This is an optimization exercise on Yosys and OpenROAD, whose aim is small area and a short achievable clock period, not a production implementation.
At most, simulation tests tie the RTL to the original design; equivalence was not proved.
The RTL of runs 2, 7 and 8 was laid out without a check of its function.

## flow/design.v (module list and top-level ports; edited modules follow where they fit)
// module fpu_pfx_add: 36 lines
// module fpu_lzc32: 32 lines
// module fpu_special_case: 59 lines
// module fpu_add_far: 76 lines
// module fpu_add_near: 65 lines
// module fpu_adder: 95 lines
// module fpu_multiplier: 56 lines
// module fpu_mul_tree: 484 lines
// module fpu_top: 97 lines
module fpu_top (
	input  logic             clk,
	input  logic             i_rst_n,
	input  logic [1:0]       i_op,
	input  logic [31:0]      i_a,
	input  logic [31:0]      i_b,
	output logic [31:0]      o_result
);
  // ...
==> flow/flow/run.sh <==
#!/bin/bash
# The standard layout (the standard.sh, unchanged synthesis), with the port buffers
# that placement inserts on every input and output made sky130_fd_sc_hd__buf_4 instead
# of the delay cell buffer_ports picks by itself, and timing repair aiming for 6 ns of
# setup slack. make's output goes to flow_make.log;
# ORFS keeps each step's own log under orfs/logs.
set -euo pipefail
bash standard.sh SETUP_SLACK_MARGIN=6 "BUFFER_PORTS_ARGS=-buffer_cell sky130_fd_sc_hd__buf_4" finish > flow_make.log 2>&1
==> flow/standard.sh <==
#!/bin/bash
# synth_recipe.tcl (not shown) runs the flow's synth.tcl, then flattens the netlist and writes it again
# the make line also repeats each setting of config.mk as NAME=value (left out here)
make -C /OpenROAD-flow-scripts/flow DESIGN_CONFIG=/design/flow/config.mk WORK_HOME=/design/flow/orfs CLKGATE_MAP_FILE= SYNTH_SCRIPT=/design/flow/synth_recipe.tcl "${@:-finish}"
==> flow/config.mk <==
export PLATFORM = sky130hd
export DESIGN_NAME = fpu_top
export DESIGN_NICKNAME = fpu_top
export VERILOG_FILES = /design/flow/design.v
export SDC_FILE = /design/flow/constraint.sdc
export NUM_CORES = 4
export LEC_CHECK = 0
export ABC_AREA = 1
export CAP_MARGIN = 20
export CORE_MARGIN = 2
export CORE_UTILIZATION = 40
export SLEW_MARGIN = 20
==> flow/constraint.sdc <==
create_clock -name core_clock -period 17.0 [get_ports {clk}]
set_input_delay 3.4000 -clock core_clock [delete_from_list [all_inputs] [get_ports {clk}]]
set_output_delay 3.4000 -clock core_clock [all_outputs]
set_load 0.01 [all_outputs]
==> out/summary.txt, run 1 <==
CTS HTree Levels: 2
first-pass GRT wire length: 206000 um
CP arrival: 10880 ps
XOR/XNOR Fraction of Synth Area: 11.1%
Crit path buffers/inverters: 8
most frequent cells after synthesis: nand2_1, inv_1, nand3_1
GR Layer Usage met2: 52.6%
largest cell class by area: multi-input combinational cells
biggest regs: o_result (32)
status: finished clean
most common cell after layout, fill and taps aside: nand2_1
final wirelength: 142000 um
cell mode on critical path: nand2_1
Tcrit/Tclk final: 63.0%
Area contributors post-synth: fa_1, nand2_1, xor2_1
Crit Path Max Fanout: 10
Max Root-Sink Buffers: 2
Post-CTS Setup Bufs: 37
Routed wire per std cell: 23.9 um
GP Congestion: 0.987
layout net count: 5473
fillers: 8062
Initial Utilization: 40.4%
ys async rst share: 100%
Yosys warning count: 33
CTS Buf Count: 5
worst rel slew slack: 22.6%
==> module fpu_adder, before the edit <==
module fpu_adder (
	input  fpu_pkg::float_t i_a,
	input  fpu_pkg::float_t i_b,
	output logic [25:0]     o_near_raw,
	output logic [4:0]      o_near_lz,
	input  logic [24:2]     i_near_norm,
	output logic            o_near,
	output fpu_pkg::float_t o_near_sum,
	output fpu_pkg::float_t o_far_sum
);
	logic        a_big;
	logic [7:0]  a_exp;
	logic [7:0]  b_exp;
	logic [23:0] a_mant;
	logic [23:0] b_mant;
	logic [23:0] a_rev;
	logic [23:0] b_rev;
	logic [4:0]  a_tz;
	logic [4:0]  b_tz;
	logic [8:0]  d_ab;
	logic [8:0]  d_ba;
	logic        a_ge;
	logic [7:0]  diff;
	logic        eff_sub;
	logic        near;
	fpu_pkg::float_t far_sum;
	fpu_pkg::float_t near_sum;
	assign a_exp  = i_a.f.exp | {7'b0, ~|i_a.f.exp};
	assign b_exp  = i_b.f.exp | {7'b0, ~|i_b.f.exp};
	assign a_mant = {|i_a.f.exp, i_a.f.frac};
	assign b_mant = {|i_b.f.exp, i_b.f.frac};
	logic [30:0] cmp_sum;
	fpu_pfx_add #(.W(31)) u_cmp (
		.i_a   (i_a.word[30:0]),
		.i_b   (~i_b.word[30:0]),
		.i_ci  (1'b1),
		.o_sum (cmp_sum),
		.o_co  (a_big)
	);
	logic co_dab;
	logic co_dba;
	fpu_pfx_add #(.W(9)) u_dab (
		.i_a   ({1'b0, a_exp}),
		.i_b   ({1'b1, ~b_exp}),
		.i_ci  (1'b1),
		.o_sum (d_ab),
		.o_co  (co_dab)
	);
	fpu_pfx_add #(.W(9)) u_dba (
		.i_a   ({1'b0, b_exp}),
		.i_b   ({1'b1, ~a_exp}),
		.i_ci  (1'b1),
		.o_sum (d_ba),
		.o_co  (co_dba)
	);
	assign a_ge = ~d_ab[8];
	assign diff = a_ge ? d_ab[7:0] : d_ba[7:0];
	always_comb begin
		for (int i = 0; i < 24; i++) begin
			a_rev[i] = a_mant[23-i];
			b_rev[i] = b_mant[23-i];
		end
	end
	fpu_lzc32 u_tza (.i_v({a_rev, 8'hff}), .o_cnt(a_tz));
	fpu_lzc32 u_tzb (.i_v({b_rev, 8'hff}), .o_cnt(b_tz));
	assign eff_sub = i_a.f.sign ^ i_b.f.sign;
	assign near = (diff[7:1] == 7'd0) & (eff_sub | ~(a_mant[23] | b_mant[23]));
	fpu_add_far u_far (
		.i_sign       (a_ge ? i_a.f.sign : i_b.f.sign),
		.i_exp        (a_ge ? a_exp : b_exp),
		.i_big_mant   (a_ge ? a_mant : b_mant),
		.i_small_mant (a_ge ? b_mant : a_mant),
		.i_small_tz   (a_ge ? b_tz : a_tz),
		.i_diff       (diff),
		.i_sub        (eff_sub),
		.o_sum        (far_sum)
	);
	fpu_add_near u_near (
		.i_a_sign (i_a.f.sign),
		.i_b_sign (i_b.f.sign),
		.i_a_exp  (a_exp),
		.i_b_exp  (b_exp),
		.i_a_mant (a_mant),
		.i_b_mant (b_mant),
		.i_a_big  (a_big),
		.i_sub    (eff_sub),
		.o_raw    (o_near_raw),
		.o_lz     (o_near_lz),
		.i_norm   (i_near_norm),
		.o_sum    (near_sum)
	);
	assign o_near     = near;
	assign o_near_sum = near_sum;
	assign o_far_sum  = far_sum;
endmodule
==> run 2: changes to the inputs <==
--- a/flow/design.v
+++ b/flow/design.v
@@ -314,14 +314,16 @@
 	assign b_exp  = i_b.f.exp | {7'b0, ~|i_b.f.exp};
 	assign a_mant = {|i_a.f.exp, i_a.f.frac};
 	assign b_mant = {|i_b.f.exp, i_b.f.frac};
-	logic [30:0] cmp_sum;
-	fpu_pfx_add #(.W(31)) u_cmp (
-		.i_a   (i_a.word[30:0]),
-		.i_b   (~i_b.word[30:0]),
+	logic [23:0] cmp_sum;
+	logic        a_mge;
+	fpu_pfx_add #(.W(24)) u_cmp (
+		.i_a   (a_mant),
+		.i_b   (~b_mant),
 		.i_ci  (1'b1),
 		.o_sum (cmp_sum),
-		.o_co  (a_big)
+		.o_co  (a_mge)
 	);
+	assign a_big = (a_exp[0] ^ b_exp[0]) ? a_ge : a_mge;
 	logic co_dab;
 	logic co_dba;
 	fpu_pfx_add #(.W(9)) u_dab (
==> flow/flow/run.sh (replaced) <==
#!/bin/bash
# The standard layout (the standard.sh with its unchanged synthesis) with two changes:
#  - the port buffers that placement puts on every input and output are
#    sky130_fd_sc_hd__buf_4 instead of the delay cell buffer_ports picks by itself;
#  - between synthesis and floorplan, flow/fixfa2.py removes inverters around the full
#    adders by choosing each adder's polarity (a full adder is self-dual); the netlist's
#    function is unchanged.
# Each tool's output goes to a log of its own here; ORFS keeps its step logs in orfs/logs.
set -euo pipefail
ARGS=("BUFFER_PORTS_ARGS=-buffer_cell sky130_fd_sc_hd__buf_4")
bash standard.sh "${ARGS[@]}" synth > flow_synth.log 2>&1
R=orfs/results/${FLOW_PLATFORM:-sky130hd}/fpu_top/base
cp "$R/1_2_yosys.v" "$R/1_2_yosys_std.v"
python3 flow/fixfa2.py "$R/1_2_yosys_std.v" "$R/1_2_yosys.v" > flow_fixfa.log 2>&1
touch "$R/1_2_yosys.v"
bash standard.sh "${ARGS[@]}" finish > flow_make.log 2>&1
==> flow/flow/fixfa2.py (new file) <==
#!/usr/bin/env python3
"""Remove inverters around full adders in a Yosys gate netlist.

A full adder is self-dual: FA(~a, ~b, ~c) = (~sum, ~cout). Yosys's adder extraction
leaves inverters between many sky130 fa cells; choosing for each fa cell whether it
works on true or complemented signals can make most of them unnecessary. This picks
those choices by local search to minimise the number of inverters, then rewrites the
netlist: the function at every port and register is unchanged.

usage: fixfa2.py in.v out.v
"""
import random
import re
import sys
from collections import defaultdict

INV = "sky130_fd_sc_hd__inv_2"
OUTS = {"X", "Y", "SUM", "COUT", "Q", "Q_N", "HI", "LO"}
FA_IN = ("A", "B", "CIN")
FA_OUT = ("SUM", "COUT")

src = open(sys.argv[1]).read()
m = re.search(r"\n\s*module\s+(\S+)\s*\(", src)
head_end = src.index(";", m.end()) + 1
end = src.rindex("endmodule")
body = src[head_end:end]

cell_re = re.compile(r"\n(\s*)((?:\(\*[^\n]*\*\)\s*)*)(sky130_fd_sc_hd__\w+)\s+(\S+)\s*\((.*?)\);", re.S)
pin_re = re.compile(r"\.(\w+)\(\s*(.*?)\s*\)\s*(?:,|$)", re.S)

cells = {}
pieces = []
pos = 0
for cm in cell_re.finditer(body):
    pieces.append(body[pos:cm.start()])
    pos = cm.end()
    typ, name, pins = cm.group(3), cm.group(4), cm.group(5)
    cells[name] = [typ, dict((p, n.strip()) for p, n in pin_re.findall(pins))]
pieces.append(body[pos:])
rest_text = "".join(pieces)

is_inv = lambda n: cells[n][0].startswith("sky130_fd_sc_hd__inv_")
is_fa = lambda n: cells[n][0].startswith("sky130_fd_sc_hd__fa_")

# nets referenced outside cell instances: ports and assigns keep their function
ports = set()
for d in re.findall(r"\b(?:input|output|inout)\b[^;]*;", src):
    ports.update(re.findall(r"\\?[A-Za-z_][\w$\[\]]*", d.split(None, 1)[1] if False else d))
ext_text = re.sub(r"\bwire\b[^;]*;", "", rest_text)
ext = set(re.findall(r"\\\S+|[A-Za-z_][\w$]*(?:\[\d+\])?", ext_text))
for d in re.findall(r"\b(?:input|output|inout)\s+(?:\[[^\]]*\]\s*)?(\S+?)\s*;", src):
    ext.add(d)


def expand(net):
    return net


drv = {}
for name, (typ, pm) in cells.items():
    for p, n in pm.items():
        if p in OUTS:
            drv[n] = (name, p)


def base(net):
    par = 0
    seen = 0
    while net in drv and is_inv(drv[net][0]) and seen < 50:
        net = cells[drv[net][0]][1]["A"]
        par ^= 1
        seen += 1
    return net, par


def ext_used(net):
    b = net.split("[")[0]
    return net in ext or b in ext


# consumers of each root: (cell, pin, parity); inverters only count through their loads
cons = defaultdict(list)
fixed_roots = set()
for name, (typ, pm) in cells.items():
    if is_inv(name):
        continue
    for p, n in pm.items():
        if p in OUTS:
            continue
        r, par = base(n)
        cons[r].append((name, p, par))
# nets used outside cells: their chain must stay as it is
for name, (typ, pm) in cells.items():
    if is_inv(name):
        y = pm["Y"]
        if ext_used(y):
            r, par = base(y)
            fixed_roots.add(r)
for n in list(drv):
    if ext_used(n):
        fixed_roots.add(base(n)[0])

fa_names = [n for n in cells if is_fa(n)]
ha_names = [n for n in cells if cells[n][0] == "sky130_fd_sc_hd__ha_1"]
flip = dict((n, 0) for n in fa_names + ha_names)
free = set(ha_names)
for n in fa_names:
    pm = cells[n][1]
    if all(pm[p] not in fixed_roots for p in FA_OUT):
        free.add(n)


HA_IN = ("A", "B")


def in_pins(c):
    return FA_IN if is_fa(c) else HA_IN


def root_phys(r):
    d = drv.get(r)
    if d and d[0] in flip and is_fa(d[0]) and d[1] in FA_OUT:
        return flip[d[0]]
    return 0


def root_cost(r):
    if r in fixed_roots:
        return 0
    ph = root_phys(r)
    for (c, p, par) in cons[r]:
        need = par ^ (flip[c] if (c in flip and p in in_pins(c)) else 0)
        if need != ph:
            return 1
    return 0


fa_roots = {}
for n in fa_names:
    pm = cells[n][1]
    rs = set(pm[p] for p in FA_OUT)
    rs.update(base(pm[p])[0] for p in FA_IN)
    fa_roots[n] = rs
for n in ha_names:
    pm = cells[n][1]
    fa_roots[n] = set(base(pm[p])[0] for p in HA_IN)

roots = set(cons) | set(drv)
cost = sum(root_cost(r) for r in roots if r not in fixed_roots)
before = cost


def delta(n):
    rs = fa_roots[n]
    b = sum(root_cost(r) for r in rs)
    flip[n] ^= 1
    a = sum(root_cost(r) for r in rs)
    flip[n] ^= 1
    return a - b


rng = random.Random(1)
order = sorted(free)
for it in range(60):
    rng.shuffle(order)
    improved = False
    for n in order:
        d = delta(n)
        if d < 0 or (d == 0 and rng.random() < 0.3 and it < 40):
            flip[n] ^= 1
            cost += d
            if d < 0:
                improved = True
    if not improved and it >= 40:
        break
cost = sum(root_cost(r) for r in roots if r not in fixed_roots)

# rebuild: drop every inverter that is not on a fixed chain, then add one per root that
# needs its complement
keep_inv = set()
for name in cells:
    if is_inv(name):
        r, par = base(cells[name][1]["Y"])
        if r in fixed_roots:
            keep_inv.add(name)
new_cells = {}
for name, (typ, pm) in cells.items():
    if is_inv(name) and name not in keep_inv:
        continue
    new_cells[name] = [typ, dict(pm)]

new_wires = []
compl = {}


def complement_of(r):
    if r not in compl:
        w = f"_fixfa_n{len(compl)}_"
        new_wires.append(w)
        new_cells[f"_fixfa_inv{len(compl)}_"] = [INV, {"A": r, "Y": w}]
        compl[r] = w
    return compl[r]


for name, (typ, pm) in list(new_cells.items()):
    if name in keep_inv or name.startswith("_fixfa_inv"):
        continue
    for p, n in list(pm.items()):
        if p in OUTS:
            continue
        r, par = base(n)
        if r in fixed_roots:
            continue
        need = par ^ (flip[name] if (name in flip and p in in_pins(name)) else 0)
        pm[p] = r if need == root_phys(r) else complement_of(r)

# a flipped half adder takes complemented inputs: sum = xor, carry = nor
for name in ha_names:
    if flip[name] and name in new_cells:
        typ, pm = new_cells.pop(name)
        new_cells[name + "_x"] = ["sky130_fd_sc_hd__xor2_1", {"A": pm["A"], "B": pm["B"], "X": pm["SUM"]}]
        new_cells[name + "_c"] = ["sky130_fd_sc_hd__nor2_1", {"A": pm["A"], "B": pm["B"], "Y": pm["COUT"]}]

out = [src[:head_end], "\n"]
out += [f"  wire {w};\n" for w in new_wires]
out.append(rest_text.rstrip() + "\n")
for name, (typ, pm) in new_cells.items():
    pins = ",\n".join(f"    .{p}({n}{' ' if n.startswith(chr(92)) else ''})" for p, n in pm.items())
    out.append(f"  {typ} {name} (\n{pins}\n  );\n")
out.append(src[end:])
open(sys.argv[2], "w").write("".join(out))
ninv0 = sum(1 for n in cells if is_inv(n))
ninv1 = sum(1 for n in new_cells if new_cells[n][0].startswith("sky130_fd_sc_hd__inv_"))
print(f"fixfa2: {sum(flip[n] for n in fa_names)} of {len(fa_names)} full adders and "
      f"{sum(flip[n] for n in ha_names)} of {len(ha_names)} half adders flipped; "
      f"inverters {ninv0} -> {ninv1}", file=sys.stderr)
--- a/flow/config.mk
+++ b/flow/config.mk
@@ -9,4 +9,5 @@
 export CAP_MARGIN = 20
 export CORE_MARGIN = 2
 export CORE_UTILIZATION = 40
+export SETUP_SLACK_MARGIN = 5
 export SLEW_MARGIN = 20
==> out/summary.txt, run 2 <==
status: finished clean
Root Buffer: clkbuf_16
Mean Syn Cell Area: 6.34 um^2
Synth Net Count: 5220
Crit path buffers/inverters: 5 (-3)
CTS HTree Levels: 2 (unchanged)
Ports: 100
slowest stage cell, crit path: fa_1
final hold viol count: 0
biggest regs: o_result (32)
Worst Path Required: 17160 ps
WL met3: 15900 um
layout cell share with drive strength beyond 1: 17.7%
CTS Buf Count: 5 (unchanged)
Cells after Synth: 4723
Hold Crit Class: in2async
Max Root-Sink Buffers: 2 (unchanged)
Worst setup SP type: primary input
most common cell after layout, fill and taps aside: nand2_1
fillers: 7911 (-1.9%)
Top Layer Used: met4
TritonCTS clock tree: yes
Critical Path Max Stage Delay: 550 ps
Tcrit/Tclk final: 67.7% (+4.7 points)
final wirelength: 137000 um (-3.4%)
Biggest register: o_result
DRC viols: 0
GR Overflow Total: 0
cell mode on critical path: fa_1
Post-DP HPWL: 101000 um
Yosys warning count: 33 (unchanged)
Crit path max-delay family: adder cells
GP Congestion: 1.01 (+2.2%)
Layout area overhead: 7.13%
die width: 278 um
Slew @ Worst Pin: 1040 ps
worst rel slew slack: 29.1% (+6.5 points)
hold slack final: 3080 ps
GRT Util Overall: 34.2%
max_cap viols: 0
CP arrival: 11670 ps (+790 ps)
setup tns final: 0 ps
Initial DRT Pass Iterations: 6
commonest cells after routing, fill and taps aside: nand2_1, nand3_1, inv_2, xor2_1, nor2_1
Met2 Wirelength: 57800 um
RSZ-0062 raised after global routing: true
initial antenna violation count: 5
Final setup viols: 0
Crit Path Category: in2reg
row cnt: 100
number of clock sinks: 32
Post-Syn Area: 29900 um^2
buffers added on ports: 99
detailed-route via count: 34080
max FFs per register: 32
M1 WL: 57000 um
ANT cells: 0
Reg clk slew, reported paths: 60 ps
initial DRC count: 4491
vias per cell: 6.09
Tmin final: 11510 ps
die area: 77000 um^2
placed cells: 5552
CP startpoint: i_b[7]
Routed wire per std cell: 24.5 um (+2.6%)
largest net degree at the start of global routing: 62
endpoint type of the worst setup path: register
Final Non-Filler Cells: 5599
first-pass GRT wire length: 202000 um (-2.3%)
Die H: 278 um
Crit Path Max Fanout: 27 (+17)
Initial Utilization: 40.3% (-0.12 points)
Core ar.: 74200 um^2
fin. max-slew vios: 0
Fmax: 0.0869 GHz
vias in the first global route: 31656
layout net count: 5126 (-6.3%)
antenna viol nets, final: 0
## run 2: cell count changes in the layout (fill, tap and decap cells not counted), moves of 24 or more
cell     change
buf_6       -28
xor2_1      +58
ha_1        -58
nand3_1     +87
buf_4       -63
inv_1      -572
nor2_1      +93
inv_2      +430
a21oi_2     -27
nand2_1     -57
o21ai_1     -24
## run 2: what timing repair did
action                                  4_1_cts  5_1_grt
resized for setup                            33       83
cloned                                        0        8
endpoints found under the setup margin       31       31
hold buffers                                  0        0
pin swaps                                     2       14
setup buffers                                 2       29
## run 2: final cells by class
| class | count | area [um^2] | area share [%] |
|---|---|---|---|
| Sequential cell | 32 | 801 | 2.50 |
| Clock buffer | 6 | 129 | 0.402 |
| Clock inverter | 2 | 35.0 | 0.109 |
| Tap cell | 969 | 1210 | 3.78 |
| Multi-Input combinational cell | 3923 | 26500 | 82.6 |
| Inverter | 471 | 1810 | 5.65 |
| Timing Repair Buffer | 196 | 1600 | 4.99 |
## run 2: worst paths after layout
check                                    endpoint  slack, ps  cells after the start
min in group core_clock    o_result[24]$_DFF_PN0_       3570                      4
worst min-delay path       o_result[21]$_DFF_PN0_       3080                      1
worst max-delay path       o_result[26]$_DFF_PN0_       5490                     37
max in group asynchronous  o_result[16]$_DFF_PN0_      13610                      1
## run 2: through the flow
stage | area, um^2 | util, % | setup slack, ps
3_5_place_dp | 31100 | 41.9 | 3040
6_report | 32100 | 43.2 | 5490
5_1_grt | 32100 | 43.2 | 4960
4_1_cts | 31400 | 42.4 | 5000
2_1_floorplan | 29900 | - | 5780
3_3_place_gp | 31100 | 41.9 | 3190
## run 2: metal layers
metal,vias to the layer above,global-route usage (%)
met5,-,0
li1,15566,-
met1,15975,47.4
met4,0,13.5
met3,379,7.15
met2,2160,51.6
==> run 3: changes to the inputs <==
--- a/flow/design.v
+++ b/flow/design.v
@@ -314,16 +314,14 @@
 	assign b_exp  = i_b.f.exp | {7'b0, ~|i_b.f.exp};
 	assign a_mant = {|i_a.f.exp, i_a.f.frac};
 	assign b_mant = {|i_b.f.exp, i_b.f.frac};
-	logic [23:0] cmp_sum;
-	logic        a_mge;
-	fpu_pfx_add #(.W(24)) u_cmp (
-		.i_a   (a_mant),
-		.i_b   (~b_mant),
+	logic [30:0] cmp_sum;
+	fpu_pfx_add #(.W(31)) u_cmp (
+		.i_a   (i_a.word[30:0]),
+		.i_b   (~i_b.word[30:0]),
 		.i_ci  (1'b1),
 		.o_sum (cmp_sum),
-		.o_co  (a_mge)
+		.o_co  (a_big)
 	);
-	assign a_big = (a_exp[0] ^ b_exp[0]) ? a_ge : a_mge;
 	logic co_dab;
 	logic co_dba;
 	fpu_pfx_add #(.W(9)) u_dab (
--- a/flow/config.mk
+++ b/flow/config.mk
@@ -8,6 +8,7 @@
 export ABC_AREA = 1
 export CAP_MARGIN = 20
 export CORE_MARGIN = 2
-export CORE_UTILIZATION = 40
+export CORE_UTILIZATION = 55
+export PLACE_DENSITY = 0.72
 export SETUP_SLACK_MARGIN = 5
 export SLEW_MARGIN = 20
==> out/summary.txt, run 3 <==
CTS Buf Count: 5 (unchanged)
Crit Path Max Fanout: 31 (+15%)
GRT Util Overall: 44.7% (+10 points)
pre-CTS setup slack: 3690 ps (+651 ps)
Cells after Synth: 4787 (+1.4%)
GR Overflow Total: 0 (unchanged)
cell mode on critical path: nand3_1
Mean Syn Cell Area: 6.31 um^2 (-0.40%)
Hold Crit Class: in2async
die area: 56800 um^2 (-26%)
Post-DP Area: 31000 um^2 (-0.34%)
Initial DRT Pass Iterations: 9 (+3)
Final setup viols: 0 (unchanged)
final hold viol count: 0 (unchanged)
Ports: 100 (unchanged)
fin. max-slew vios: 0 (unchanged)
Root Buffer: clkbuf_16
commonest cells after routing, fill and taps aside: nand2_1, nand3_1, inv_2, xor2_1, nor2_1
Tmin final: 11640 ps (+134 ps)
setup tns final: 0 ps (unchanged)
max FFs per register: 32 (unchanged)
Max Root-Sink Buffers: 2 (unchanged)
Worst Path Required: 17170 ps (about the same)
biggest regs: o_result (32)
vias in the first global route: 31439 (-0.69%)
Slew @ Worst Pin: 1040 ps (+2.79 ps)
Tcrit/Tclk final: 68.5% (+0.79 points)
antenna viol nets, final: 0 (unchanged)
Fmax: 0.0859 GHz (-1.1%)
Routed wire per std cell: 24.2 um (-1.2%)
final wirelength: 130000 um (-5.0%)
Yosys warning count: 33 (unchanged)
slowest stage cell, crit path: fa_1
Worst setup SP type: primary input
Critical Path Max Stage Delay: 610 ps (+60 ps)
endpoint type of the worst setup path: register
row cnt: 85 (-15%)
layout cell share with drive strength beyond 1: 17.4% (-0.31 points)
Biggest register: o_result
number of clock sinks: 32 (unchanged)
detailed-route via count: 34708 (+1.8%)
max_cap viols: 0 (unchanged)
Layout area overhead: 5.09%
most common cell after layout, fill and taps aside: nand2_1
Hold-fix buffers, CTS: 0 (unchanged)
Post-Syn Area: 30200 um^2 (+0.95%)
first-pass GRT wire length: 194000 um (-3.9%)
Crit Path Category: in2reg
largest net degree at the start of global routing: 80 (+29%)
CP startpoint: i_a[26]
CTS HTree Levels: 2 (unchanged)
TritonCTS clock tree: yes
die width: 238 um (-14%)
status: finished clean
initial antenna violation count: 4 (-1)
Post-DP HPWL: 97900 um (-3.3%)
hold slack final: 3050 ps (-21.7 ps)
Initial Utilization: 55.9% (+16 points)
CP Capture Point: o_result[26]$_DFF_PN0_
GP Congestion: 1.04 (+3.2%)
finished layout cell area: 31700 um^2 (-0.96%)
initial DRC count: 4946 (+10%)
Die H: 238 um (-14%)
buffers added on ports: 99 (unchanged)
worst rel slew slack: 30.7% (+1.6 points)
RSZ-0062 raised after global routing: false
vias per cell: 6.45 (+5.9%)
worst setup margin: 5360 ps (-134 ps)
Reg clk slew, reported paths: 60 ps (about the same)
fin util: 58.8% (+16 points)
CP arrival: 11810 ps (+140 ps)
fillers: 5507 (-30%)
DRC viols: 0 (unchanged)
Core ar.: 54000 um^2 (-27%)
layout net count: 5185 (+1.2%)
Synth Net Count: 5288 (+1.3%)
## run 3: area by class of cell
type | instances | area, um^2 | area share (%)
clock inverters | 3 | 42.5 | 0.134
flip-flops and latches | 32 | 801 | 2.52
clock buffers | 5 | 125 | 0.394
well taps | 696 | 871 | 2.74
repair buffers | 182 | 1450 | 4.56
diodes | 2 | 5.00 | 0.0158
multi-input cells | 3965 | 26500 | 83.5
inverters | 498 | 1940 | 6.10
## run 3: routing by layer
metal  routed length [um]  track usage, %
met5                   37               0
met2                52800            64.9
met1                51000            62.5
met3                19300            11.7
met4                 7250            18.8
## run 3: worst min path at each step
stage | start | to | slack [ps] | cells after the start
CTS | i_rst_n | o_result[31]$_DFF_PN0_ | 3080 | 1
floorplan | i_rst_n | o_result[0]$_DFF_PN0_ | 3100 | 0
finish | i_rst_n | o_result[30]$_DFF_PN0_ | 3050 | 1
global route | i_rst_n | o_result[30]$_DFF_PN0_ | 3080 | 1
global placement | i_rst_n | o_result[31]$_DFF_PN0_ | 3380 | 1
detailed placement | i_rst_n | o_result[30]$_DFF_PN0_ | 3380 | 1
## run 3: repair_timing
action | 4_1_cts | 5_1_grt
endpoints found under the setup margin | 31 | 31
pin swaps | 0 | 8
buffers inserted | 0 | 23
gates cloned | 0 | 3
gates resized for setup | 22 | 77
## run 3: worst max-delay path, delay by kind of cell
kind,cells,cell delay (ps)
AOI/OAI and AO/OA,4,1560
xor gates and xnor gates,1,510
and+or+nand+nor,20,2720
buffers and inverters,6,1290
adders and majority gates,5,2290
## run 3: through the flow
stage               cells
finish               5383
global route         5382
CTS                  5355
detailed placement   5347
global placement     5347
floorplan            4787
==> run 4: changes to the inputs <==
--- a/flow/config.mk
+++ b/flow/config.mk
@@ -8,7 +8,6 @@
 export ABC_AREA = 1
 export CAP_MARGIN = 20
 export CORE_MARGIN = 2
-export CORE_UTILIZATION = 55
-export PLACE_DENSITY = 0.72
+export CORE_UTILIZATION = 40
 export SETUP_SLACK_MARGIN = 5
 export SLEW_MARGIN = 20
==> out/summary.txt, run 4 <==
status: finished clean
Fmax: 0.0867 GHz (+0.92%)
CP startpoint: i_b[13]
DRC viols: 0 (unchanged)
Cells after Synth: 4787 (unchanged)
first-pass GRT wire length: 199000 um (+2.6%)
Mean Syn Cell Area: 6.31 um^2 (unchanged)
detailed-route via count: 33943 (-2.2%)
Final setup viols: 0 (unchanged)
CTS Buf Count: 5 (unchanged)
GP Congestion: 1.02 (-2.4%)
largest net degree at the start of global routing: 113 (+41%)
GR Overflow Total: 0 (unchanged)
initial DRC count: 4210 (-15%)
Core ar.: 74600 um^2 (+38%)
most common cell after layout, fill and taps aside: nand2_1
Slew @ Worst Pin: 1140 ps (+97.3 ps)
vias in the first global route: 31812 (+1.2%)
vias per cell: 6.02 (-6.6%)
Post-DP Area: 31400 um^2 (+1.1%)
number of clock sinks: 32 (unchanged)
initial antenna violation count: 5 (+1)
Routed wire per std cell: 23.6 um (-2.6%)
placed cells: 5619 (+5.1%)
layout cell share with drive strength beyond 1: 17.2% (-0.21 points)
finished layout cell area: 32000 um^2 (+0.93%)
Biggest register: o_result
biggest regs: o_result (32)
Synth Net Count: 5288 (unchanged)
Ports: 100 (unchanged)
Max Root-Sink Buffers: 2 (unchanged)
GRT Util Overall: 33.3% (-11 points)
Hold-fix buffers, CTS: 0 (unchanged)
Worst setup SP type: primary input
Critical Path Max Stage Delay: 540 ps (-70 ps)
endpoint type of the worst setup path: register
Root Buffer: clkbuf_16
Hold Crit Class: in2async
setup tns final: 0 ps (unchanged)
max FFs per register: 32 (unchanged)
Post-Syn Area: 30200 um^2 (unchanged)
pre-CTS setup slack: 4030 ps (+331 ps)
Tcrit/Tclk final: 67.8% (-0.63 points)
layout net count: 5167 (-0.35%)
worst setup margin: 5470 ps (+106 ps)
die area: 77700 um^2 (+37%)
Tmin final: 11530 ps (-106 ps)
Die H: 279 um (+17%)
CP arrival: 11710 ps (-100 ps)
Crit Path Category: in2reg
buffers added on ports: 99 (unchanged)
Layout area overhead: 6.06%
die width: 279 um (+17%)
max_cap viols: 0 (unchanged)
Post-DP HPWL: 101000 um (+3.2%)
final wirelength: 133000 um (+2.0%)
Crit Path Max Fanout: 31 (unchanged)
RSZ-0062 raised after global routing: false
slowest stage cell, crit path: fa_1
row cnt: 100 (+18%)
Worst Path Required: 17170 ps (about the same)
final hold viol count: 0 (unchanged)
antenna viol nets, final: 0 (unchanged)
Initial DRT Pass Iterations: 7 (-2)
Yosys warning count: 33 (unchanged)
TritonCTS clock tree: yes
fin. max-slew vios: 0 (unchanged)
Final Non-Filler Cells: 5637 (+4.7%)
Initial Utilization: 40.5% (-15 points)
Reg clk slew, reported paths: 60 ps (about the same)
commonest cells after routing, fill and taps aside: nand2_1, nand3_1, inv_2, xor2_1, nor2_1
CTS HTree Levels: 2 (unchanged)
worst rel slew slack: 24.0% (-6.7 points)
## run 4: metrics by stage
stage               util [%]  hold slack (ps)
detailed placement      42.0             3380
finish                  43.0             3070
floorplan                  -             3100
CTS                     42.3             3080
global route            43.0             3100
global placement        42.0             3370
## run 4: worst max path at each step
stage / to / slack, ps / cells after the start
4_1_cts: o_result[27]$_DFF_PN0_ / 5010 / 57
5_1_grt: o_result[27]$_DFF_PN0_ / 4990 / 61
2_1_floorplan: o_result[26]$_DFF_PN0_ / 6130 / 38
6_report: o_result[26]$_DFF_PN0_ / 5470 / 41
3_3_place_gp: o_result[29]$_DFF_PN0_ / 4060 / 47
3_5_place_dp: o_result[29]$_DFF_PN0_ / 4030 / 47
## run 4: cell type report
class                           instances  area [um^2]
Timing Repair Buffer                  163         1340
Fill cell                            8018        42500
Tap cell                              969         1210
Clock inverter                          3         46.3
Sequential cell                        32          801
Antenna cell                            1         2.50
Multi-Input combinational cell       3966        26600
Inverter                              498         1950
Clock buffer                            5          125
## run 4: critical path, delay by kind of cell
family	cells	cell delay, ps
xor+xnor	2	410
compound gates	9	1770
simple gates	20	2760
fa+ha+maj	5	2400
buf+inv	5	950
## run 4: repair_timing
item / in CTS / in global routing
gates cloned: 0 / 3
endpoints found under the setup margin: 31 / 31
setup buffers: 0 / 6
pin swaps: 0 / 6
gates resized for setup: 16 / 107
## run 4: per-layer routing
layer | wire length, um | vias to the layer above | track usage [%]
met5 | 52 | - | 0
met4 | 6460 | 6 | 12.6
li1 | - | 15640 | -
met2 | 56300 | 2041 | 51.4
met1 | 55600 | 15884 | 46.0
met3 | 14700 | 372 | 6.21
==> run 5: changes to the inputs <==
--- a/flow/flow/run.sh
+++ b/flow/flow/run.sh
@@ -7,7 +7,7 @@
 #    function is unchanged.
 # Each tool's output goes to a log of its own here; ORFS keeps its step logs in orfs/logs.
 set -euo pipefail
-ARGS=("BUFFER_PORTS_ARGS=-buffer_cell sky130_fd_sc_hd__buf_4")
+ARGS=("SETUP_SLACK_MARGIN=5.5" "BUFFER_PORTS_ARGS=-buffer_cell sky130_fd_sc_hd__buf_4")
 bash standard.sh "${ARGS[@]}" synth > flow_synth.log 2>&1
 R=orfs/results/${FLOW_PLATFORM:-sky130hd}/fpu_top/base
 cp "$R/1_2_yosys.v" "$R/1_2_yosys_std.v"
--- a/flow/config.mk
+++ b/flow/config.mk
@@ -9,5 +9,4 @@
 export CAP_MARGIN = 20
 export CORE_MARGIN = 2
 export CORE_UTILIZATION = 40
-export SETUP_SLACK_MARGIN = 5
 export SLEW_MARGIN = 20
==> out/summary.txt, run 5 <==
worst rel slew slack: 25.9% (+1.8 points)
commonest cells after routing, fill and taps aside: nand2_1, nand3_1, inv_2, xor2_1, nor2_1
buffers added on ports: 99 (unchanged)
DRC viols: 0 (unchanged)
Post-Syn Area: 30200 um^2 (unchanged)
row cnt: 100 (unchanged)
Fmax: 0.0895 GHz (+3.3%)
die width: 279 um (unchanged)
Final setup viols: 0 (unchanged)
Root Buffer: clkbuf_16
Core ar.: 74600 um^2 (unchanged)
Yosys warning count: 33 (unchanged)
first-pass GRT wire length: 200000 um (+0.44%)
Die H: 279 um (unchanged)
biggest regs: o_result (32)
initial antenna violation count: 5 (unchanged)
busiest grt layer: met2
Crit path buffers/inverters: 7 (+2)
Synth Net Count: 5288 (unchanged)
Layout area overhead: 8.30%
die area: 77700 um^2 (unchanged)
final hold viol count: 0 (unchanged)
GRT Util Overall: 33.4% (+0.14 points)
endpoint type of the worst setup path: register
Hold Crit Class: in2async
grt met1 use: 46.3% (+0.33 points)
slowest stage cell, crit path: fa_1
largest net degree at the start of global routing: 113 (unchanged)
antenna viol nets, final: 0 (unchanged)
GR Layer Usage met2: 51.3% (-0.15 points)
Critical Path Max Stage Delay: 450 ps (-90 ps)
TritonCTS clock tree: yes
Biggest register: o_result
CP arrival: 11330 ps (-380 ps)
Max Root-Sink Buffers: 2 (unchanged)
CTS Buf Count: 5 (unchanged)
layout net count: 5200 (+0.64%)
number of clock sinks: 32 (unchanged)
Worst Path Required: 17160 ps (about the same)
Ports: 100 (unchanged)
RSZ-0062 raised after global routing: true
Cells after Synth: 4787 (unchanged)
vias in the first global route: 31902 (+0.28%)
GR Util met3: 6.16% (-0.050 points)
detailed-route via count: 34101 (+0.47%)
initial DRC count: 3851 (-8.5%)
Hold-fix buffers, CTS: 0 (unchanged)
Mean Syn Cell Area: 6.31 um^2 (unchanged)
setup tns final: 0 ps (unchanged)
Crit Path Category: in2reg
cell mode on critical path: nand2_1
Tmin final: 11170 ps (-364 ps)
layout cell share with drive strength beyond 1: 18.5% (+1.3 points)
Slew @ Worst Pin: 1110 ps (-27.4 ps)
Crit Path Max Fanout: 28 (-9.7%)
Reg clk slew, reported paths: 60 ps (about the same)
Initial Utilization: 40.5% (unchanged)
max_cap viols: 0 (unchanged)
Crit path max-delay family: compound AO/OA/AOI/OAI gates
final wirelength: 135000 um (+1.5%)
Initial DRT Pass Iterations: 6 (-1)
Tcrit/Tclk final: 65.7% (-2.1 points)
max FFs per register: 32 (unchanged)
Post-DP HPWL: 101000 um (unchanged)
Routed wire per std cell: 23.8 um (+0.92%)
pre-CTS setup slack: 4030 ps (unchanged)
worst setup margin: 5830 ps (+364 ps)
fin. max-slew vios: 0 (unchanged)
CTS HTree Levels: 2 (unchanged)
status: finished clean
GP Congestion: 1.02 (unchanged)
Worst setup SP type: primary input
vias per cell: 6.01 (-0.14%)
GR Overflow Total: 0 (unchanged)
most common cell after layout, fill and taps aside: nand2_1
-- run 5: worst max path at each step --
stage	start	end	slack, ps	depth (start not counted)
2_1_floorplan	i_b[5]	o_result[26]$_DFF_PN0_	6130	38
3_3_place_gp	i_b[1]	o_result[29]$_DFF_PN0_	4060	47
3_5_place_dp	i_b[1]	o_result[29]$_DFF_PN0_	4030	47
4_1_cts	i_b[1]	o_result[22]$_DFF_PN0_	5500	53
5_1_grt	i_a[26]	o_result[27]$_DFF_PN0_	5440	62
6_report	i_b[9]	o_result[30]$_DFF_PN0_	5830	43
-- run 5: cell type report --
class	count	area, um^2
clock buffer	5	125
multi-input combinational	3969	26800
tap	969	1210
fill	7970	41900
timing repair buffer	193	1730
sequential	32	801
antenna	2	5.00
inverter	498	2000
clock inverter	3	46.3
-- run 5: metrics by stage --
step           instance area (um^2)  cells  hold slack [ps]  utilization, %
2_1_floorplan                 30200   4787             3100               -
3_3_place_gp                  31400   5619             3370            42.0
3_5_place_dp                  31400   5619             3380            42.0
4_1_cts                       31800   5631             3080            42.6
5_1_grt                       32700   5669             3100            43.9
6_report                      32700   5671             3060            43.9
-- run 5: repair_timing --
item,in CTS,in global routing
hold endpoints to repair,0,0
resized for setup,56,156
setup endpoints to repair,31,31
setup buffers,2,27
pin swaps,3,15
cloned,2,11
-- run 5: metal layers --
layer	up-vias	part of all wire, %
met5	-	0.041
met4	6	5.1
met3	369	11
met2	2028	42
met1	15995	41
li1	15703	-
==> run 6: changes to the inputs <==
==> flow/flow/run.sh (replaced) <==
#!/bin/bash
# The standard layout (the standard.sh with its unchanged synthesis) with two changes:
#  - the port buffers that placement puts on every input and output are
#    sky130_fd_sc_hd__buf_2 instead of the delay cell buffer_ports picks by itself;
#  - between synthesis and floorplan, flow/fixfa2.py removes inverters around the full
#    adders by choosing each adder's polarity (a full adder is self-dual); the netlist's
#    function is unchanged.
# Each tool's output goes to a log of its own here; ORFS keeps its step logs in orfs/logs.
set -euo pipefail
ARGS=("BUFFER_PORTS_ARGS=-buffer_cell sky130_fd_sc_hd__buf_2")
bash standard.sh "${ARGS[@]}" synth > flow_synth.log 2>&1
R=orfs/results/${FLOW_PLATFORM:-sky130hd}/fpu_top/base
cp "$R/1_2_yosys.v" "$R/1_2_yosys_std.v"
python3 flow/fixfa2.py "$R/1_2_yosys_std.v" "$R/1_2_yosys.v" > flow_fixfa.log 2>&1
touch "$R/1_2_yosys.v"
bash standard.sh "${ARGS[@]}" finish > flow_make.log 2>&1
--- a/flow/config.mk
+++ b/flow/config.mk
@@ -9,4 +9,5 @@
 export CAP_MARGIN = 20
 export CORE_MARGIN = 2
 export CORE_UTILIZATION = 40
+export SETUP_SLACK_MARGIN = 5
 export SLEW_MARGIN = 20
==> out/summary.txt, run 6 <==
Post-DP HPWL: 101000 um (-0.29%)
Die H: 279 um (unchanged)
buffers added on ports: 99 (unchanged)
layout cell share with drive strength beyond 1: 17.5% (-1.0 points)
Biggest register: o_result
Tcrit/Tclk final: 67.5% (+1.8 points)
biggest regs: o_result (32)
worst rel slew slack: 24.9% (-0.94 points)
final hold viol count: 0 (unchanged)
detailed-route via count: 33882 (-0.64%)
Worst Path Required: 17160 ps (about the same)
Synth Net Count: 5288 (unchanged)
die width: 279 um (unchanged)
Slew @ Worst Pin: 1110 ps (+4.94 ps)
Max Root-Sink Buffers: 2 (unchanged)
most common cell after layout, fill and taps aside: nand2_1
setup tns final: 0 ps (unchanged)
CP arrival: 11640 ps (+310 ps)
DRC viols: 0 (unchanged)
register area: 801 um^2 (unchanged)
Core ar.: 74600 um^2 (unchanged)
commonest cells after routing, fill and taps aside: nand2_1, nand3_1, inv_2, xor2_1, nor2_1
Hold-fix buffers, CTS: 0 (unchanged)
Crit Path Category: in2reg
first-pass GRT wire length: 198000 um (-0.74%)
Multi-input gate area: 26600 um^2 (-0.80%)
fillers: 7992 (+0.28%)
antenna viol nets, final: 0 (unchanged)
Routed wire per std cell: 23.7 um (-0.73%)
layout net count: 5180 (-0.38%)
max_cap viols: 0 (unchanged)
status: finished clean
die area: 77700 um^2 (unchanged)
pre-CTS setup slack: 3320 ps (-702 ps)
initial DRC count: 4053 (+5.2%)
final wirelength: 134000 um (-1.1%)
Crit Path Max Fanout: 34 (+21%)
Root Buffer: clkbuf_16
vias per cell: 6.00 (-0.29%)
CTS HTree Levels: 2 (unchanged)
Initial DRT Pass Iterations: 8 (+2)
Initial Utilization: 40.5% (unchanged)
fin. max-slew vios: 0 (unchanged)
Critical Path Max Stage Delay: 660 ps (+210 ps)
largest net degree at the start of global routing: 113 (unchanged)
Final setup viols: 0 (unchanged)
Cells after Synth: 4787 (unchanged)
row cnt: 100 (unchanged)
initial antenna violation count: 7 (+2)
Layout area overhead: 5.67%
Post-Syn Area: 30200 um^2 (unchanged)
Worst setup SP type: primary input
Ports: 100 (unchanged)
slowest stage cell, crit path: fa_1
Mean Syn Cell Area: 6.31 um^2 (unchanged)
Hold Crit Class: in2async
Fmax: 0.0871 GHz (-2.7%)
vias in the first global route: 31418 (-1.5%)
worst setup margin: 5520 ps (-312 ps)
endpoint type of the worst setup path: register
Reg clk slew, reported paths: 60 ps (about the same)
cell mode on critical path: nand2_1
GP Congestion: 0.980 (-3.6%)
number of clock sinks: 32 (unchanged)
GR Overflow Total: 0 (unchanged)
TritonCTS clock tree: yes
Tmin final: 11480 ps (+312 ps)
GRT Util Overall: 33.2% (-0.20 points)
max FFs per register: 32 (unchanged)
CTS Buf Count: 5 (unchanged)
Yosys warning count: 33 (unchanged)
RSZ-0062 raised after global routing: true
==> run 6: cell count changes in the layout (fill, tap and decap cells not counted), moves of 6 or more <==
cell,before,now
buf_2,0,92
buf_4,163,68
buf_6,12,4
inv_2,459,466
inv_4,13,7
nand2_1,1095,1105
nand2_2,29,22
o21ai_0,211,224
o21ai_1,34,23
==> run 6: final timing paths <==
check / startpoint / endpoint / slack [ps] / cells after the start
worst max-delay path: i_b[26] / o_result[23]$_DFF_PN0_ / 5520 / 40
worst min-delay path: i_rst_n / o_result[30]$_DFF_PN0_ / 3200 / 1
max in group asynchronous: i_rst_n / o_result[22]$_DFF_PN0_ / 13320 / 1
min in group core_clock: i_b[29] / o_result[29]$_DFF_PN0_ / 3660 / 5
==> run 6: cell type report <==
class | count | share of cell area [%]
flip-flops and latches | 32 | 2.51
inverters | 498 | 6.11
well taps | 969 | 3.80
multi-input cells | 3966 | 83.3
clock inverters | 3 | 0.133
repair inverters | 1 | 0.0274
diodes | 2 | 0.0157
repair buffers | 175 | 3.71
clock buffers | 5 | 0.392
==> run 6: through the flow <==
| step | instances | hold slack [ps] | instance area (um^2) | utilization, % |
|---|---|---|---|---|
| CTS | 5629 | 3230 | 31400 | 42.0 |
| floorplan | 4787 | 3100 | 30200 | - |
| global placement | 5621 | 3520 | 31100 | 41.7 |
| finish | 5651 | 3200 | 31900 | 42.8 |
| detailed placement | 5621 | 3520 | 31100 | 41.7 |
| global route | 5649 | 3270 | 31900 | 42.8 |
==> run 6: per-layer routing <==
| metal | part of all wire [%] | track usage (%) | vias to the layer above |
|---|---|---|---|
| met5 | 0.043 | 0 | - |
| met4 | 4.2 | 11.6 | 8 |
| met3 | 11 | 6.06 | 307 |
| met1 | 42 | 46.2 | 15917 |
| met2 | 43 | 51.6 | 1966 |
| li1 | - | - | 15684 |
==> run 6: repair_timing <==
action	in CTS	in global routing
gates cloned	0	6
resized for setup	22	102
pin swaps	0	8
setup buffers	0	14
endpoints found under the setup margin	31	31
==> run 6: worst max-delay path, delay by kind of cell <==
kind | cells | cell delay, ps
compound gates | 5 | 720
xor+xnor | 2 | 480
fa+ha+maj | 5 | 2580
buf+inv | 5 | 1080
simple gates | 23 | 3260
==> module fpu_add_far, before the edit <==
module fpu_add_far (
	input  logic            i_sign,
	input  logic [7:0]      i_exp,
	input  logic [23:0]     i_big_mant,
	input  logic [23:0]     i_small_mant,
	input  logic [4:0]      i_small_tz,
	input  logic [7:0]      i_diff,
	input  logic            i_sub,
	output fpu_pkg::float_t o_sum
);
	logic [25:0] shifted;
	logic        sticky;
	logic [26:0] small_ext;
	logic [27:0] raw;
	logic [23:0] mant;
	logic        guard;
	logic        rest;
	logic        inc;
	logic [24:0] rounded;
	logic [7:0]  exp_m1;
	logic [7:0]  exp_p1;
	logic [7:0]  exp_p2;
	logic [1:0]  exp_sel;
	assign shifted   = (i_diff > 8'd25) ? 26'd0 : ({i_small_mant, 2'b00} >> i_diff[4:0]);
	assign sticky    = ({3'b0, i_small_tz} + 8'd3 <= i_diff);
	assign small_ext = {shifted, sticky};
	logic raw_co;
	fpu_pfx_add #(.W(28)) u_add (
		.i_a   ({1'b0, i_big_mant, 3'b000}),
		.i_b   ({1'b0, small_ext} ^ {28{i_sub}}),
		.i_ci  (i_sub),
		.o_sum (raw),
		.o_co  (raw_co)
	);
	always_comb begin
		if (raw[27]) begin
			mant  = raw[27:4];
			guard = raw[3];
			rest  = |raw[2:0];
		end else if (raw[26]) begin
			mant  = raw[26:3];
			guard = raw[2];
			rest  = |raw[1:0];
		end else begin
			mant  = raw[25:2];
			guard = raw[1];
			rest  = raw[0];
		end
	end
	assign inc     = guard & (rest | mant[0]);
	logic rnd_co;
	fpu_pfx_add #(.W(25)) u_rnd (
		.i_a   ({1'b0, mant}),
		.i_b   (25'd0),
		.i_ci  (inc),
		.o_sum (rounded),
		.o_co  (rnd_co)
	);
	logic [2:0] e_co;
	fpu_pfx_add #(.W(8)) u_em1 (.i_a(i_exp), .i_b(8'hff), .i_ci(1'b0), .o_sum(exp_m1), .o_co(e_co[0]));
	fpu_pfx_add #(.W(8)) u_ep1 (.i_a(i_exp), .i_b(8'h00), .i_ci(1'b1), .o_sum(exp_p1), .o_co(e_co[1]));
	fpu_pfx_add #(.W(8)) u_ep2 (.i_a(i_exp), .i_b(8'h01), .i_ci(1'b1), .o_sum(exp_p2), .o_co(e_co[2]));
	assign exp_sel = raw[27] ? 2'd2 : (raw[26] ? 2'd1 : 2'd0);
	always_comb begin
		case ({exp_sel, rounded[24]})
			3'b000:  o_sum.f.exp = exp_m1;
			3'b001:  o_sum.f.exp = i_exp;
			3'b010:  o_sum.f.exp = i_exp;
			3'b011:  o_sum.f.exp = exp_p1;
			3'b100:  o_sum.f.exp = exp_p1;
			default: o_sum.f.exp = exp_p2;
		endcase
	end
	assign o_sum.f.sign = i_sign;
	assign o_sum.f.frac = rounded[22:0];
endmodule
==> run 7: changes to the inputs <==
--- a/flow/design.v
+++ b/flow/design.v
@@ -147,13 +147,13 @@
 	input  logic [7:0]      i_exp,
 	input  logic [23:0]     i_big_mant,
 	input  logic [23:0]     i_small_mant,
-	input  logic [4:0]      i_small_tz,
 	input  logic [7:0]      i_diff,
 	input  logic            i_sub,
 	output fpu_pkg::float_t o_sum
 );
 	logic [25:0] shifted;
 	logic        sticky;
+	logic [23:0] low_mask;
 	logic [26:0] small_ext;
 	logic [27:0] raw;
 	logic [23:0] mant;
@@ -166,7 +166,12 @@
 	logic [7:0]  exp_p2;
 	logic [1:0]  exp_sel;
 	assign shifted   = (i_diff > 8'd25) ? 26'd0 : ({i_small_mant, 2'b00} >> i_diff[4:0]);
-	assign sticky    = ({3'b0, i_small_tz} + 8'd3 <= i_diff);
+	always_comb begin
+		for (int j = 0; j < 24; j++) begin
+			low_mask[j] = (i_diff >= 8'(j + 3));
+		end
+	end
+	assign sticky    = |(i_small_mant & low_mask);
 	assign small_ext = {shifted, sticky};
 	logic raw_co;
 	fpu_pfx_add #(.W(28)) u_add (
@@ -298,10 +303,6 @@
 	logic [7:0]  b_exp;
 	logic [23:0] a_mant;
 	logic [23:0] b_mant;
-	logic [23:0] a_rev;
-	logic [23:0] b_rev;
-	logic [4:0]  a_tz;
-	logic [4:0]  b_tz;
 	logic [8:0]  d_ab;
 	logic [8:0]  d_ba;
 	logic        a_ge;
@@ -340,14 +341,6 @@
 	);
 	assign a_ge = ~d_ab[8];
 	assign diff = a_ge ? d_ab[7:0] : d_ba[7:0];
-	always_comb begin
-		for (int i = 0; i < 24; i++) begin
-			a_rev[i] = a_mant[23-i];
-			b_rev[i] = b_mant[23-i];
-		end
-	end
-	fpu_lzc32 u_tza (.i_v({a_rev, 8'hff}), .o_cnt(a_tz));
-	fpu_lzc32 u_tzb (.i_v({b_rev, 8'hff}), .o_cnt(b_tz));
 	assign eff_sub = i_a.f.sign ^ i_b.f.sign;
 	assign near = (diff[7:1] == 7'd0) & (eff_sub | ~(a_mant[23] | b_mant[23]));
 	fpu_add_far u_far (
@@ -355,7 +348,6 @@
 		.i_exp        (a_ge ? a_exp : b_exp),
 		.i_big_mant   (a_ge ? a_mant : b_mant),
 		.i_small_mant (a_ge ? b_mant : a_mant),
-		.i_small_tz   (a_ge ? b_tz : a_tz),
 		.i_diff       (diff),
 		.i_sub        (eff_sub),
 		.o_sum        (far_sum)
==> flow/flow/run.sh (replaced) <==
#!/bin/bash
set -euo pipefail
ARGS=("SETUP_SLACK_MARGIN=6" "BUFFER_PORTS_ARGS=-buffer_cell sky130_fd_sc_hd__buf_2")
bash standard.sh "${ARGS[@]}" synth > flow_synth.log 2>&1
R=orfs/results/${FLOW_PLATFORM:-sky130hd}/fpu_top/base
cp "$R/1_2_yosys.v" "$R/1_2_yosys_std.v"
python3 flow/fixfa2.py "$R/1_2_yosys_std.v" "$R/1_2_yosys.v" > flow_fixfa.log 2>&1
touch "$R/1_2_yosys.v"
bash standard.sh "${ARGS[@]}" finish > flow_make.log 2>&1
--- a/flow/config.mk
+++ b/flow/config.mk
@@ -9,5 +9,4 @@
 export CAP_MARGIN = 20
 export CORE_MARGIN = 2
 export CORE_UTILIZATION = 40
-export SETUP_SLACK_MARGIN = 5
 export SLEW_MARGIN = 20
==> out/summary.txt, run 7 <==
Critical Path Max Stage Delay: 590 ps (-70 ps)
Root Buffer: clkbuf_16
Worst setup SP type: primary input
status: finished clean
Routed wire per std cell: 24.6 um (+4.1%)
Hold-fix buffers, CTS: 0 (unchanged)
CP arrival: 10940 ps (-700 ps)
setup tns final: 0 ps (unchanged)
initial DRC count: 4766 (+18%)
Ports: 100 (unchanged)
Fmax: 0.0932 GHz (+7.0%)
GRT Util Overall: 35.1% (+1.9 points)
Synth Net Count: 5276 (-0.23%)
final hold viol count: 0 (unchanged)
Tmin final: 10730 ps (-750 ps)
fin util: 46.7% (+3.9 points)
Mean Syn Cell Area: 6.26 um^2 (-0.80%)
Final setup viols: 0 (unchanged)
Tcrit/Tclk final: 63.1% (-4.4 points)
Initial DRT Pass Iterations: 6 (-2)
layout cell share with drive strength beyond 1: 22.5% (+5.0 points)
Reg clk slew, reported paths: 60 ps (about the same)
commonest cells after routing, fill and taps aside: nand2_1, nand3_1, inv_2, xor2_1, nor2_1
Post-DP HPWL: 103000 um (+1.9%)
Slew @ Worst Pin: 1050 ps (-60.5 ps)
Post-Syn Area: 30000 um^2 (-0.76%)
DRC viols: 0 (unchanged)
slowest stage cell, crit path: fa_2
Biggest register: o_result
first-pass GRT wire length: 208000 um (+4.8%)
detailed-route via count: 35568 (+5.0%)
most common cell after layout, fill and taps aside: nand2_1
worst rel slew slack: 29.1% (+4.2 points)
Worst Path Required: 17210 ps (+50 ps)
row cnt: 100 (unchanged)
GR Layer Usage met2: 52.1% (+0.48 points)
Initial Utilization: 40.3% (-0.17 points)
Layout area overhead: 15.7%
die area: 77200 um^2 (-0.74%)
vias in the first global route: 32550 (+3.6%)
final wirelength: 143000 um (+7.1%)
GR Util met3: 8.52% (+2.5 points)
GP Congestion: 1.02 (+4.1%)
antenna viol nets, final: 0 (unchanged)
die width: 278 um (-0.37%)
RSZ-0062 raised after global routing: true
max_cap viols: 0 (unchanged)
number of clock sinks: 32 (unchanged)
Core ar.: 74300 um^2 (-0.34%)
CTS HTree Levels: 2 (unchanged)
largest net degree at the start of global routing: 73 (-35%)
max FFs per register: 32 (unchanged)
Hold Crit Class: in2async
Yosys warning count: 32 (-3.0%)
initial antenna violation count: 4 (-3)
buffers added on ports: 99 (unchanged)
endpoint type of the worst setup path: register
Cells after Synth: 4789 (+0.042%)
fillers: 7946 (-0.58%)
TritonCTS clock tree: yes
CTS Buf Count: 5 (unchanged)
Crit path buffers/inverters: 5 (unchanged)
GR Overflow Total: 0 (unchanged)
biggest regs: o_result (32)
hold slack final: 3190 ps (-10.5 ps)
layout net count: 5329 (+2.9%)
vias per cell: 6.12 (+2.0%)
grt met1 use: 48.8% (+2.6 points)
fin. max-slew vios: 0 (unchanged)
Crit path max-delay family: simple AND/OR/NAND/NOR gates
busiest grt layer: met2
Crit Path Max Fanout: 27 (-21%)
Die H: 278 um (-0.37%)
Crit Path Category: in2reg
Max Root-Sink Buffers: 2 (unchanged)
run 7: worst paths after layout:
check,start,endpoint,depth (start not counted)
max,i_b[0],o_result[24]$_DFF_PN0_,36
min,i_rst_n,o_result[30]$_DFF_PN0_,1
max in group asynchronous,i_rst_n,o_result[15]$_DFF_PN0_,1
min in group core_clock,i_a[28],o_result[28]$_DFF_PN0_,5
run 7: routing by layer:
| metal | vias up | part of all wire [%] |
|---|---|---|
| met1 | 16712 | 41 |
| met5 | - | 0 |
| li1 | 16059 | - |
| met2 | 2355 | 42 |
| met4 | 0 | 4.8 |
| met3 | 442 | 12 |
run 7: per-stage QoR:
| step | cells | setup WS (ps) | area [um^2] |
|---|---|---|---|
| finish | 5814 | 6270 | 34700 |
| global route | 5812 | 5900 | 34700 |
| CTS | 5696 | 6000 | 32400 |
| detailed placement | 5635 | 3500 | 31000 |
| global placement | 5635 | 3650 | 31000 |
| floorplan | 4789 | 6050 | 30000 |
run 7: cell type report:
| cell class | instances | area, um^2 | share of cell area (%) |
|---|---|---|---|
| antenna | 2 | 5.00 | 0.0144 |
| clock buffer | 5 | 125 | 0.361 |
| clock inverter | 3 | 18.8 | 0.0541 |
| inverter | 474 | 2020 | 5.82 |
| multi-input combinational | 4005 | 27600 | 79.4 |
| sequential | 32 | 801 | 2.31 |
| tap | 969 | 1210 | 3.50 |
| timing repair buffer | 321 | 2920 | 8.43 |
| timing repair inverter | 3 | 25.0 | 0.0722 |
run 7: timing repair:
action,4_1_cts,5_1_grt
gates resized for setup,160,332
setup buffers,40,98
pin swaps,26,75
endpoints found under the hold margin,0,0
endpoints found under the setup margin,31,31
cloned,13,18
==> run 8: changes to the inputs <==
--- a/flow/flow/run.sh
+++ b/flow/flow/run.sh
@@ -1,6 +1,6 @@
 #!/bin/bash
 set -euo pipefail
-ARGS=("SETUP_SLACK_MARGIN=6" "BUFFER_PORTS_ARGS=-buffer_cell sky130_fd_sc_hd__buf_2")
+ARGS=("SETUP_SLACK_MARGIN=5.5" "BUFFER_PORTS_ARGS=-buffer_cell sky130_fd_sc_hd__buf_2")
 bash standard.sh "${ARGS[@]}" synth > flow_synth.log 2>&1
 R=orfs/results/${FLOW_PLATFORM:-sky130hd}/fpu_top/base
 cp "$R/1_2_yosys.v" "$R/1_2_yosys_std.v"
==> out/summary.txt, run 8 <==
endpoint type of the worst setup path: register
Crit Path Category: in2reg
max_cap viols: 0 (unchanged)
Reg clk slew, reported paths: 60 ps (about the same)
CP arrival: 11300 ps (+360 ps)
Routed wire per std cell: 24.2 um (-1.5%)
TritonCTS clock tree: yes
max FFs per register: 32 (unchanged)
Max Root-Sink Buffers: 2 (unchanged)
final wirelength: 139000 um (-3.2%)
die area: 77200 um^2 (unchanged)
antenna viol nets, final: 0 (unchanged)
Core ar.: 74300 um^2 (unchanged)
Biggest register: o_result
RSZ-0062 raised after global routing: true
hold slack final: 3190 ps (+3.53 ps)
worst rel slew slack: 16.7% (-12 points)
layout cell share with drive strength beyond 1: 18.4% (-4.1 points)
Initial Utilization: 40.3% (unchanged)
row cnt: 100 (unchanged)
Hold Crit Class: in2async
slowest stage cell, crit path: fa_1
initial DRC count: 4681 (-1.8%)
Post-Syn Area: 30000 um^2 (unchanged)
Tcrit/Tclk final: 65.6% (+2.5 points)
Synth Net Count: 5276 (unchanged)
Slew @ Worst Pin: 1240 ps (+185 ps)
worst setup margin: 5840 ps (-425 ps)
Layout area overhead: 9.41%
vias per cell: 6.10 (-0.34%)
Critical Path Max Stage Delay: 520 ps (-70 ps)
DRC viols: 0 (unchanged)
first-pass GRT wire length: 204000 um (-1.9%)
largest net degree at the start of global routing: 73 (unchanged)
fin. max-slew vios: 0 (unchanged)
fillers: 8119 (+2.2%)
GR Overflow Total: 0 (unchanged)
number of clock sinks: 32 (unchanged)
GP Congestion: 1.02 (unchanged)
most common cell after layout, fill and taps aside: nand2_1
final hold viol count: 0 (unchanged)
Crit Path Max Fanout: 24 (-11%)
Worst setup SP type: primary input
Worst Path Required: 17140 ps (-70 ps)
vias in the first global route: 32142 (-1.3%)
CTS HTree Levels: 2 (unchanged)
Die H: 278 um (unchanged)
Ports: 100 (unchanged)
commonest cells after routing, fill and taps aside: nand2_1, nand3_1, inv_2, xor2_1, nor2_1
detailed-route via count: 34855 (-2.0%)
GRT Util Overall: 34.4% (-0.75 points)
setup tns final: 0 ps (unchanged)
die width: 278 um (unchanged)
buffers added on ports: 99 (unchanged)
CTS Buf Count: 5 (unchanged)
Initial DRT Pass Iterations: 8 (+2)
status: finished clean
fin util: 44.1% (-2.5 points)
Tmin final: 11160 ps (+425 ps)
Final setup viols: 0 (unchanged)
Root Buffer: clkbuf_16
Yosys warning count: 32 (unchanged)
Cells after Synth: 4789 (unchanged)
pre-CTS setup slack: 3500 ps (unchanged)
Mean Syn Cell Area: 6.26 um^2 (unchanged)
biggest regs: o_result (32)
initial antenna violation count: 6 (+2)
Fmax: 0.0896 GHz (-3.8%)
Post-DP HPWL: 103000 um (unchanged)
layout net count: 5232 (-1.8%)
run 8: worst max-delay path by stage:
stage / end / start / slack [ps] / cells past startpoint
finish: o_result[29]$_DFF_PN0_ / i_a[21] / 5840 / 37
global route: o_result[27]$_DFF_PN0_ / i_a[28] / 5380 / 62
CTS: o_result[27]$_DFF_PN0_ / i_a[26] / 5460 / 62
detailed placement: o_result[27]$_DFF_PN0_ / i_b[24] / 3500 / 60
global placement: o_result[27]$_DFF_PN0_ / i_b[24] / 3650 / 60
floorplan: o_result[27]$_DFF_PN0_ / i_a[26] / 6050 / 62
run 8: timing repair:
action | in CTS | in global routing
pin swaps | 7 | 31
resized for setup | 76 | 163
endpoints found under the setup margin | 31 | 31
hold buffers | 0 | 0
gates cloned | 2 | 14
hold endpoints to repair | 0 | 0
buffers inserted | 13 | 43
run 8: worst max-delay path, delay by kind of cell:
kind | cells | cell delay (ps)
fa+ha+maj | 6 | 2840
buf+inv | 5 | 1240
simple gates | 15 | 1910
compound gates | 8 | 1170
xor+xnor | 3 | 690
run 8: through the flow:
| step | instance area, um^2 | cells |
|---|---|---|
| 2_1_floorplan | 30000 | 4789 |
| 3_3_place_gp | 31000 | 5635 |
| 3_5_place_dp | 31000 | 5635 |
| 4_1_cts | 31600 | 5658 |
| 5_1_grt | 32800 | 5715 |
| 6_report | 32800 | 5717 |
run 8: layout make-up:
type | instances | area, um^2 | share of cell area, %
multi-input combinational | 4003 | 26900 | 82.0
inverter | 474 | 1910 | 5.83
timing repair buffer | 228 | 1820 | 5.54
tap | 969 | 1210 | 3.70
sequential | 32 | 801 | 2.44
clock buffer | 5 | 125 | 0.381
clock inverter | 3 | 18.8 | 0.0572
timing repair inverter | 1 | 8.76 | 0.0267
antenna | 2 | 5.00 | 0.0153
run 8: routing by layer:
metal / routed length (um) / GRT usage, %
met1: 57800 / 48.0
met2: 58200 / 51.0
met3: 16700 / 8.54
met4: 5820 / 12.3
met5: 12 / 0

[static timing again, ports no longer ideal]
No port has a modelled driver above. Below, the same layouts with a new extraction and two added sets of constraints.
Step 1 sets driving cells, clkbuf_16 on the clock port and buf_2 on the other inputs (assumed; they add their load-dependent delay and slew).
Step 2 moves the port delays by t, midway between the first and last clock arrival at a register: inputs arrive t later, outputs are due t later. That takes back most of the time a late clock gives input paths.
Slacks: ideal / step 1 / step 2; pairs: ideal / step 1.
run	t, ns	setup WS [ns]	slew at the worst register clock pin (ns)	worst data-port slew with drivers (ns)	pins driven straight from the clock port
run 1	0.312	6.287 / 6.186 / 5.874	0.06 / 0.06	0.22	1
run 2	0.317	5.494 / 5.509 / 5.192	0.06 / 0.06	0.05	1
run 3	0.314	5.360 / 5.365 / 5.051	0.06 / 0.06	0.07	1
run 4	0.312	5.466 / 5.475 / 5.163	0.06 / 0.06	0.10	1
run 5	0.314	5.831 / 5.825 / 5.512	0.06 / 0.06	0.10	1
run 6	0.317	5.519 / 5.533 / 5.217	0.06 / 0.06	0.09	1
run 7	0.307	6.269 / 6.279 / 5.972	0.06 / 0.06	0.06	1
run 8	0.306	5.844 / 5.854 / 5.548	0.06 / 0.06	0.04	1
After both steps setup and hold are still met in every run listed. The setup slack of run 1, which loses most, moves by -0.101 ns with the drivers and by -0.413 ns with both steps.
